Context: an optimization exercise on an open-source flow, tuned for a short achievable clock period and few clock cycles. The choices shown serve that exercise and are no tape-out recipe.
The RTL was checked by simulation tests, not by an equivalence proof against the original design.
Power and IR drop assume default switching activity.

== P ==
==> flow/design.v <==
`timescale 1ns/100ps
package cpu_isa_pkg;
	typedef enum logic [3:0] {
		NOP     = 4'h0,
		MV_R_C  = 4'h1,
		ADD_R_C = 4'h2,
		SUB_R_C = 4'h3,
		AND_R_C = 4'h4,
		SHR1    = 4'h5,
		JMP     = 4'h6,
		OUT     = 4'h7,
		HALT    = 4'h8
	} opcode_e;
	typedef enum logic [1:0] {
		ALWAYS   = 2'd0,
		IF_ZERO  = 2'd1,
		IF_NZ    = 2'd2,
		IF_CARRY = 2'd3
	} cond_e;
	typedef struct packed {
		opcode_e opcode;
		cond_e cond;
		logic [$clog2(4)-1:0] reg_addr;
		logic [16-1:0] imm;
	} instr_t;
endpackage
`timescale 1ns/100ps
package cpu_ctrl_pkg;
	typedef enum logic {
		IDLE = 1'b0,
		RUN  = 1'b1
	} run_state_e;
	typedef struct packed {
		logic zero;
		logic carry;
	} flags_t;
endpackage
`timescale 1ns/100ps
module apb_prog_loader (
	input  logic CLK,
	input  logic reset,
	input  logic [8-1:0] paddr,
	input  logic psel,
	input  logic penable,
	input  logic pwrite,
	input  logic [31:0] pwdata,
	output logic [31:0] prdata,
	output logic pready,
	output logic pslverr,
	output logic pl_prog_we,
	output logic [5-1:0] pl_prog_addr,
	output logic [24-1:0] pl_prog_wdata,
	output logic pl_start,
	input  logic pl_running,
	input  logic pl_halted,
	input  logic pl_bad_op
);
	logic [8-1:0] prog_off;
	logic ctrl_hit;
	logic status_hit;
	logic prog_hit;
	logic setup;
	logic access;
	logic bad_access;
	assign prog_off = paddr - 8'h80;
	assign ctrl_hit = (paddr == 8'h00);
	assign status_hit = (paddr == 8'h04);
	assign prog_hit = (paddr >= 8'h80) && (prog_off[1:0] == 2'b00)
		&& (prog_off[8-1:2] < 32);
	assign setup = psel & ~penable;
	assign access = psel & penable;
	assign bad_access = ~(ctrl_hit | status_hit | prog_hit)
		| (pwrite & pl_running & (prog_hit | (ctrl_hit & pwdata[0])));
	always_ff @(posedge CLK) begin
		if (reset) begin
			pslverr <= 1'b0;
			prdata <= '0;
		end else begin
			pslverr <= setup & bad_access;
			if (setup) begin
				prdata <= (status_hit & ~pwrite)
					? {29'b0, pl_bad_op, pl_halted, pl_running} : '0;
			end
		end
	end
	assign pready = 1'b1;
	assign pl_prog_we = access & pwrite & prog_hit & ~pslverr;
	assign pl_prog_addr = prog_off[5+1:2];
	assign pl_prog_wdata = pwdata[24-1:0];
	assign pl_start = access & pwrite & ctrl_hit & pwdata[0] & ~pslverr;
endmodule
`timescale 1ns/100ps
module instr_fetch (
	input logic CLK,
	input logic reset,
	input  logic pl_prog_we,
	input  logic [5-1:0] pl_prog_addr,
	input  logic [24-1:0] pl_prog_wdata,
	input  logic pl_start,
	output logic pl_running,
	output logic pl_halted,
	output logic pl_bad_op,
	output cpu_isa_pkg::instr_t bus_instr,
	output logic bus_instr_valid,
	output logic bus_start,
	input  logic bus_stall,
	input  logic bus_jump,
	input  logic [5-1:0] bus_jump_addr,
	output logic bus_pred,
	output logic [5-1:0] bus_alt,
	input  logic bus_halt,
	input  logic bus_bad_op
);
	logic [24-1:0] prog_mem [32];
	cpu_ctrl_pkg::run_state_e state;
	logic [5-1:0] pc;
	logic advance;
	logic [24-1:0] fw;
	logic fpred;
	logic [5-1:0] pc_inc;
	assign fw = prog_mem[pc];
	assign fpred = (fw[23:20] == 4'h6) & ~fw[18];
	assign pc_inc = (pc == 32 - 1) ? '0 : pc + 1'b1;
	always_ff @(posedge CLK) begin
		if (pl_prog_we)
			prog_mem[pl_prog_addr] <= pl_prog_wdata;
	end
	assign advance = (state == cpu_ctrl_pkg::RUN) & ~bus_stall & ~bus_jump & ~bus_halt;
	always_ff @(posedge CLK) begin
		if (advance) begin
			bus_instr <= cpu_isa_pkg::instr_t'(fw);
			bus_pred <= fpred;
			bus_alt <= pc_inc;
		end
	end
	always_ff @(posedge CLK) begin
		if (reset) begin
			state <= cpu_ctrl_pkg::IDLE;
			pc <= '0;
			bus_instr_valid <= 1'b0;
			pl_halted <= 1'b0;
			pl_bad_op <= 1'b0;
		end else if (pl_start) begin
			state <= cpu_ctrl_pkg::RUN;
			pc <= '0;
			bus_instr_valid <= 1'b0;
			pl_halted <= 1'b0;
			pl_bad_op <= 1'b0;
		end else if (state == cpu_ctrl_pkg::RUN) begin
			if (bus_halt) begin
				state <= cpu_ctrl_pkg::IDLE;
				bus_instr_valid <= 1'b0;
				pl_halted <= 1'b1;
				pl_bad_op <= bus_bad_op;
			end else if (bus_jump) begin
				pc <= bus_jump_addr;
				bus_instr_valid <= 1'b0;
			end else if (!bus_stall) begin
				pc <= fpred ? fw[5-1:0] : pc_inc;
				bus_instr_valid <= 1'b1;
			end
		end
	end
	assign pl_running = (state == cpu_ctrl_pkg::RUN);
	assign bus_start = pl_start;
endmodule
`timescale 1ns/100ps
module exec_unit (
	input  logic CLK,
	input  logic reset,
	input  cpu_isa_pkg::instr_t bus_instr,
	input  logic bus_instr_valid,
	input  logic bus_start,
	input  logic bus_pred,
	input  logic [5-1:0] bus_alt,
	output logic bus_stall,
	output logic bus_jump,
	output logic [5-1:0] bus_jump_addr,
	output logic bus_halt,
	output logic bus_bad_op,
	output logic push,
	output logic [16-1:0] push_data,
	input  logic full
);
	logic [16-1:0] regs [4];
	cpu_ctrl_pkg::flags_t flags;
	logic [16-1:0] src;
	logic [16-1:0] alu_res;
	logic alu_c;
	logic wr_reg;
	logic sets_z;
	logic sets_c;
	logic is_jmp;
	logic is_out;
	logic is_halt;
	logic undefined;
	logic cond_true;
	logic active;
	logic stall;
	logic exec_ok;
	assign src = regs[bus_instr.reg_addr];
	always_comb begin
		case (bus_instr.cond)
			cpu_isa_pkg::ALWAYS:   cond_true = 1'b1;
			cpu_isa_pkg::IF_ZERO:  cond_true = flags.zero;
			cpu_isa_pkg::IF_NZ:    cond_true = ~flags.zero;
			cpu_isa_pkg::IF_CARRY: cond_true = flags.carry;
			default:               cond_true = 1'b0;
		endcase
	end
	always_comb begin
		alu_res = src;
		alu_c = flags.carry;
		wr_reg = 1'b0;
		sets_z = 1'b0;
		sets_c = 1'b0;
		is_jmp = 1'b0;
		is_out = 1'b0;
		is_halt = 1'b0;
		undefined = 1'b0;
		case (bus_instr.opcode)
			cpu_isa_pkg::NOP: begin
			end
			cpu_isa_pkg::MV_R_C: begin
				alu_res = bus_instr.imm;
				wr_reg = 1'b1;
			end
			cpu_isa_pkg::ADD_R_C: begin
				{alu_c, alu_res} = {1'b0, src} + {1'b0, bus_instr.imm};
				wr_reg = 1'b1;
				sets_z = 1'b1;
				sets_c = 1'b1;
			end
			cpu_isa_pkg::SUB_R_C: begin
				{alu_c, alu_res} = {1'b0, src} - {1'b0, bus_instr.imm};
				wr_reg = 1'b1;
				sets_z = 1'b1;
				sets_c = 1'b1;
			end
			cpu_isa_pkg::AND_R_C: begin
				alu_res = src & bus_instr.imm;
				wr_reg = 1'b1;
				sets_z = 1'b1;
			end
			cpu_isa_pkg::SHR1: begin
				{alu_res, alu_c} = {1'b0, src};
				wr_reg = 1'b1;
				sets_z = 1'b1;
				sets_c = 1'b1;
			end
			cpu_isa_pkg::JMP:  is_jmp = 1'b1;
			cpu_isa_pkg::OUT:  is_out = 1'b1;
			cpu_isa_pkg::HALT: is_halt = 1'b1;
			default:           undefined = 1'b1;
		endcase
	end
	assign active = bus_instr_valid & cond_true;
	assign stall = active & is_out & full;
	assign exec_ok = active & ~stall;
	assign bus_stall = stall;
	assign bus_jump = bus_instr_valid & is_jmp & (cond_true ^ bus_pred);
	assign bus_jump_addr = bus_pred ? bus_alt : bus_instr.imm[5-1:0];
	assign bus_halt = exec_ok & (is_halt | undefined);
	assign bus_bad_op = exec_ok & undefined;
	assign push = exec_ok & is_out;
	assign push_data = src;
	always_ff @(posedge CLK) begin
		if (reset) begin
			flags <= '0;
		end else if (bus_start) begin
			flags <= '0;
		end else if (exec_ok) begin
			if (sets_z)
				flags.zero <= (alu_res == '0);
			if (sets_c)
				flags.carry <= alu_c;
		end
	end
	always_ff @(posedge CLK) begin
		if (bus_start) begin
			for (int i = 0; i < 4; i++)
				regs[i] <= '0;
		end else if (exec_ok & wr_reg) begin
			regs[bus_instr.reg_addr] <= alu_res;
		end
	end
endmodule
`timescale 1ns/100ps
module out_stream_buf (
	input  logic CLK,
	input  logic reset,
	input  logic push,
	input  logic [16-1:0] push_data,
	output logic full,
	input  logic out_ready,
	output logic [16-1:0] out_data,
	output logic out_valid
);
	localparam int PTR_W = $clog2(4);
	logic [16-1:0] fifo_mem [4];
	logic [PTR_W-1:0] wr_ptr;
	logic [PTR_W-1:0] rd_ptr;
	logic [PTR_W:0] count;
	logic wr_en;
	logic rd_en;
	assign full = (count == 4);
	assign out_valid = (count != '0);
	assign out_data = fifo_mem[rd_ptr];
	assign wr_en = push & ~full;
	assign rd_en = out_valid & out_ready;
	always_ff @(posedge CLK) begin
		if (wr_en)
			fifo_mem[wr_ptr] <= push_data;
	end
	always_ff @(posedge CLK) begin
		if (reset) begin
			wr_ptr <= '0;
			rd_ptr <= '0;
			count <= '0;
		end else begin
			if (wr_en)
				wr_ptr <= wr_ptr + 1'b1;
			if (rd_en)
				rd_ptr <= rd_ptr + 1'b1;
			case ({wr_en, rd_en})
				2'b10:   count <= count + 1'b1;
				2'b01:   count <= count - 1'b1;
				default: count <= count;
			endcase
		end
	end
endmodule
`timescale 1ns/100ps
module cpu_top (
	input  logic CLK,
	input  logic reset,
	input  logic [8-1:0] paddr,
	input  logic psel,
	input  logic penable,
	input  logic pwrite,
	input  logic [31:0] pwdata,
	output logic [31:0] prdata,
	output logic pready,
	output logic pslverr,
	input  logic out_ready,
	output logic [16-1:0] out_data,
	output logic out_valid
);
	logic push;
	logic [16-1:0] push_data;
	logic full;
	logic pl_prog_we;
	logic [5-1:0] pl_prog_addr;
	logic [24-1:0] pl_prog_wdata;
	logic pl_start;
	logic pl_running;
	logic pl_halted;
	logic pl_bad_op;
	cpu_isa_pkg::instr_t ib_instr;
	logic ib_instr_valid;
	logic ib_start;
	logic ib_stall;
	logic ib_jump;
	logic [5-1:0] ib_jump_addr;
	logic ib_halt;
	logic ib_bad_op;
	logic ib_pred;
	logic [5-1:0] ib_alt;
	apb_prog_loader loader_i (
		.CLK(CLK),
		.reset(reset),
		.paddr(paddr),
		.psel(psel),
		.penable(penable),
		.pwrite(pwrite),
		.pwdata(pwdata),
		.prdata(prdata),
		.pready(pready),
		.pslverr(pslverr),
		.pl_prog_we(pl_prog_we),
		.pl_prog_addr(pl_prog_addr),
		.pl_prog_wdata(pl_prog_wdata),
		.pl_start(pl_start),
		.pl_running(pl_running),
		.pl_halted(pl_halted),
		.pl_bad_op(pl_bad_op)
	);
	instr_fetch fetch_i (
		.CLK(CLK),
		.reset(reset),
		.pl_prog_we(pl_prog_we),
		.pl_prog_addr(pl_prog_addr),
		.pl_prog_wdata(pl_prog_wdata),
		.pl_start(pl_start),
		.pl_running(pl_running),
		.pl_halted(pl_halted),
		.pl_bad_op(pl_bad_op),
		.bus_instr(ib_instr),
		.bus_instr_valid(ib_instr_valid),
		.bus_start(ib_start),
		.bus_stall(ib_stall),
		.bus_jump(ib_jump),
		.bus_jump_addr(ib_jump_addr),
		.bus_pred(ib_pred),
		.bus_alt(ib_alt),
		.bus_halt(ib_halt),
		.bus_bad_op(ib_bad_op)
	);
	exec_unit exec_i (
		.CLK(CLK),
		.reset(reset),
		.bus_instr(ib_instr),
		.bus_instr_valid(ib_instr_valid),
		.bus_start(ib_start),
		.bus_stall(ib_stall),
		.bus_jump(ib_jump),
		.bus_jump_addr(ib_jump_addr),
		.bus_pred(ib_pred),
		.bus_alt(ib_alt),
		.bus_halt(ib_halt),
		.bus_bad_op(ib_bad_op),
		.push(push),
		.push_data(push_data),
		.full(full)
	);
	out_stream_buf obuf_i (
		.CLK(CLK),
		.reset(reset),
		.push(push),
		.push_data(push_data),
		.full(full),
		.out_ready(out_ready),
		.out_data(out_data),
		.out_valid(out_valid)
	);
endmodule
make LEC_CHECK=0 CAP_MARGIN=20 CORE_MARGIN=2 CORE_UTILIZATION=45 SETUP_SLACK_MARGIN=2.0 SLEW_MARGIN=20 finish   # period 4.5 ns
run.sh (not shown) runs the stock make flow with config.mk's settings and CLKGATE_MAP_FILE= SYNTH_SCRIPT=/design/flow/synth_recipe.tcl, a recipe that flattens the netlist after the stock synthesis.
Testbench counts of P, summed over its fixed seeds: cycles 35,560.
Input-level comparison between Q and P:
--- a/flow/design.v
+++ b/flow/design.v
@@ -61,7 +61,9 @@
 	logic prog_hit;
 	logic setup;
 	logic access;
-	logic bad_access;
+	logic status_rd;
+	logic err_addr;
+	logic run_only;
 	assign prog_off = paddr - 8'h80;
 	assign ctrl_hit = (paddr == 8'h00);
 	assign status_hit = (paddr == 8'h04);
@@ -69,20 +71,19 @@
 		&& (prog_off[8-1:2] < 32);
 	assign setup = psel & ~penable;
 	assign access = psel & penable;
-	assign bad_access = ~(ctrl_hit | status_hit | prog_hit)
-		| (pwrite & pl_running & (prog_hit | (ctrl_hit & pwdata[0])));
 	always_ff @(posedge CLK) begin
 		if (reset) begin
-			pslverr <= 1'b0;
-			prdata <= '0;
-		end else begin
-			pslverr <= setup & bad_access;
-			if (setup) begin
-				prdata <= (status_hit & ~pwrite)
-					? {29'b0, pl_bad_op, pl_halted, pl_running} : '0;
-			end
+			err_addr <= 1'b0;
+			run_only <= 1'b0;
+			status_rd <= 1'b0;
+		end else if (setup) begin
+			err_addr <= ~(ctrl_hit | status_hit | prog_hit);
+			run_only <= pwrite & (prog_hit | (ctrl_hit & pwdata[0]));
+			status_rd <= status_hit & ~pwrite;
 		end
 	end
+	assign pslverr = err_addr | (run_only & pl_running);
+	assign prdata = {29'b0, {3{status_rd}} & {pl_bad_op, pl_halted, pl_running}};
 	assign pready = 1'b1;
 	assign pl_prog_we = access & pwrite & prog_hit & ~pslverr;
 	assign pl_prog_addr = prog_off[5+1:2];
@@ -118,16 +119,24 @@
 	logic [24-1:0] fw;
 	logic fpred;
 	logic [5-1:0] pc_inc;
+	logic [24-1:0] w0;
+	logic pred0;
 	assign fw = prog_mem[pc];
 	assign fpred = (fw[23:20] == 4'h6) & ~fw[18];
 	assign pc_inc = (pc == 32 - 1) ? '0 : pc + 1'b1;
+	assign w0 = prog_mem[0];
+	assign pred0 = (w0[23:20] == 4'h6) & ~w0[18];
 	always_ff @(posedge CLK) begin
 		if (pl_prog_we)
 			prog_mem[pl_prog_addr] <= pl_prog_wdata;
 	end
 	assign advance = (state == cpu_ctrl_pkg::RUN) & ~bus_stall & ~bus_jump & ~bus_halt;
 	always_ff @(posedge CLK) begin
-		if (advance) begin
+		if (pl_start) begin
+			bus_instr <= cpu_isa_pkg::instr_t'(w0);
+			bus_pred <= pred0;
+			bus_alt <= 5'(1);
+		end else if (advance) begin
 			bus_instr <= cpu_isa_pkg::instr_t'(fw);
 			bus_pred <= fpred;
 			bus_alt <= pc_inc;
@@ -142,8 +151,8 @@
 			pl_bad_op <= 1'b0;
 		end else if (pl_start) begin
 			state <= cpu_ctrl_pkg::RUN;
-			pc <= '0;
-			bus_instr_valid <= 1'b0;
+			pc <= pred0 ? w0[5-1:0] : 5'(1);
+			bus_instr_valid <= 1'b1;
 			pl_halted <= 1'b0;
 			pl_bad_op <= 1'b0;
 		end else if (state == cpu_ctrl_pkg::RUN) begin
The flow did not stop early for Q: all stages ran, and the layout cleared the timing, design-rule and antenna checks. Headroom to the max-slew limit | Q above P. What Q reported for final non-filler cell total has to be multiplied by 0.949 to get the figure for P. Routed length on met2 came out higher on Q than on P. On worst hold slack across all endpoints: between P and Q, it ends up higher for Q. Proportion of total power due to net switching delta (P -> Q): insignificant. Compared with P, Q shows overall routed net length higher by 10000 um. Sort P and Q by critical path depth, ascending, and P comes first. Taking P as the reference, in Q period utilization dropped 0.17 points, total negative slack barely changed. Delta (Q minus P): count of fill cells added during filler insertion did not really move; sequential cell count roughly the same; number of gates resized after CTS went up by 89; number of maximum-capacitance constraint violations barely changed.
Testbench counts of Q, summed over its fixed seeds: cycles 35,240.

==> what the ideal ports hide <==
In the flow no input, the clock included, has a driving cell. The finished layouts below were timed again as built, in two steps. Step 1: set_driving_cell puts a clkbuf_16 on CLK and a buf_2 on each other input, an assumption about the parent block. Step 2 also shifts input and output timing later by t, the mid clock arrival at the registers, as if the neighbouring blocks saw the same clock. Three values: ideal ports, drivers, drivers and shift; two values: the first two.
| run | t, ns | setup slack, ns | pins driven straight from the clock port |
|---|---|---|---|
| P | 0.734 | 0.756 / 0.756 / 0.756 | 1 |
| Q | 0.736 | 0.764 / 0.764 / 0.764 | 1 |
After both steps setup and hold are still met in every run listed.
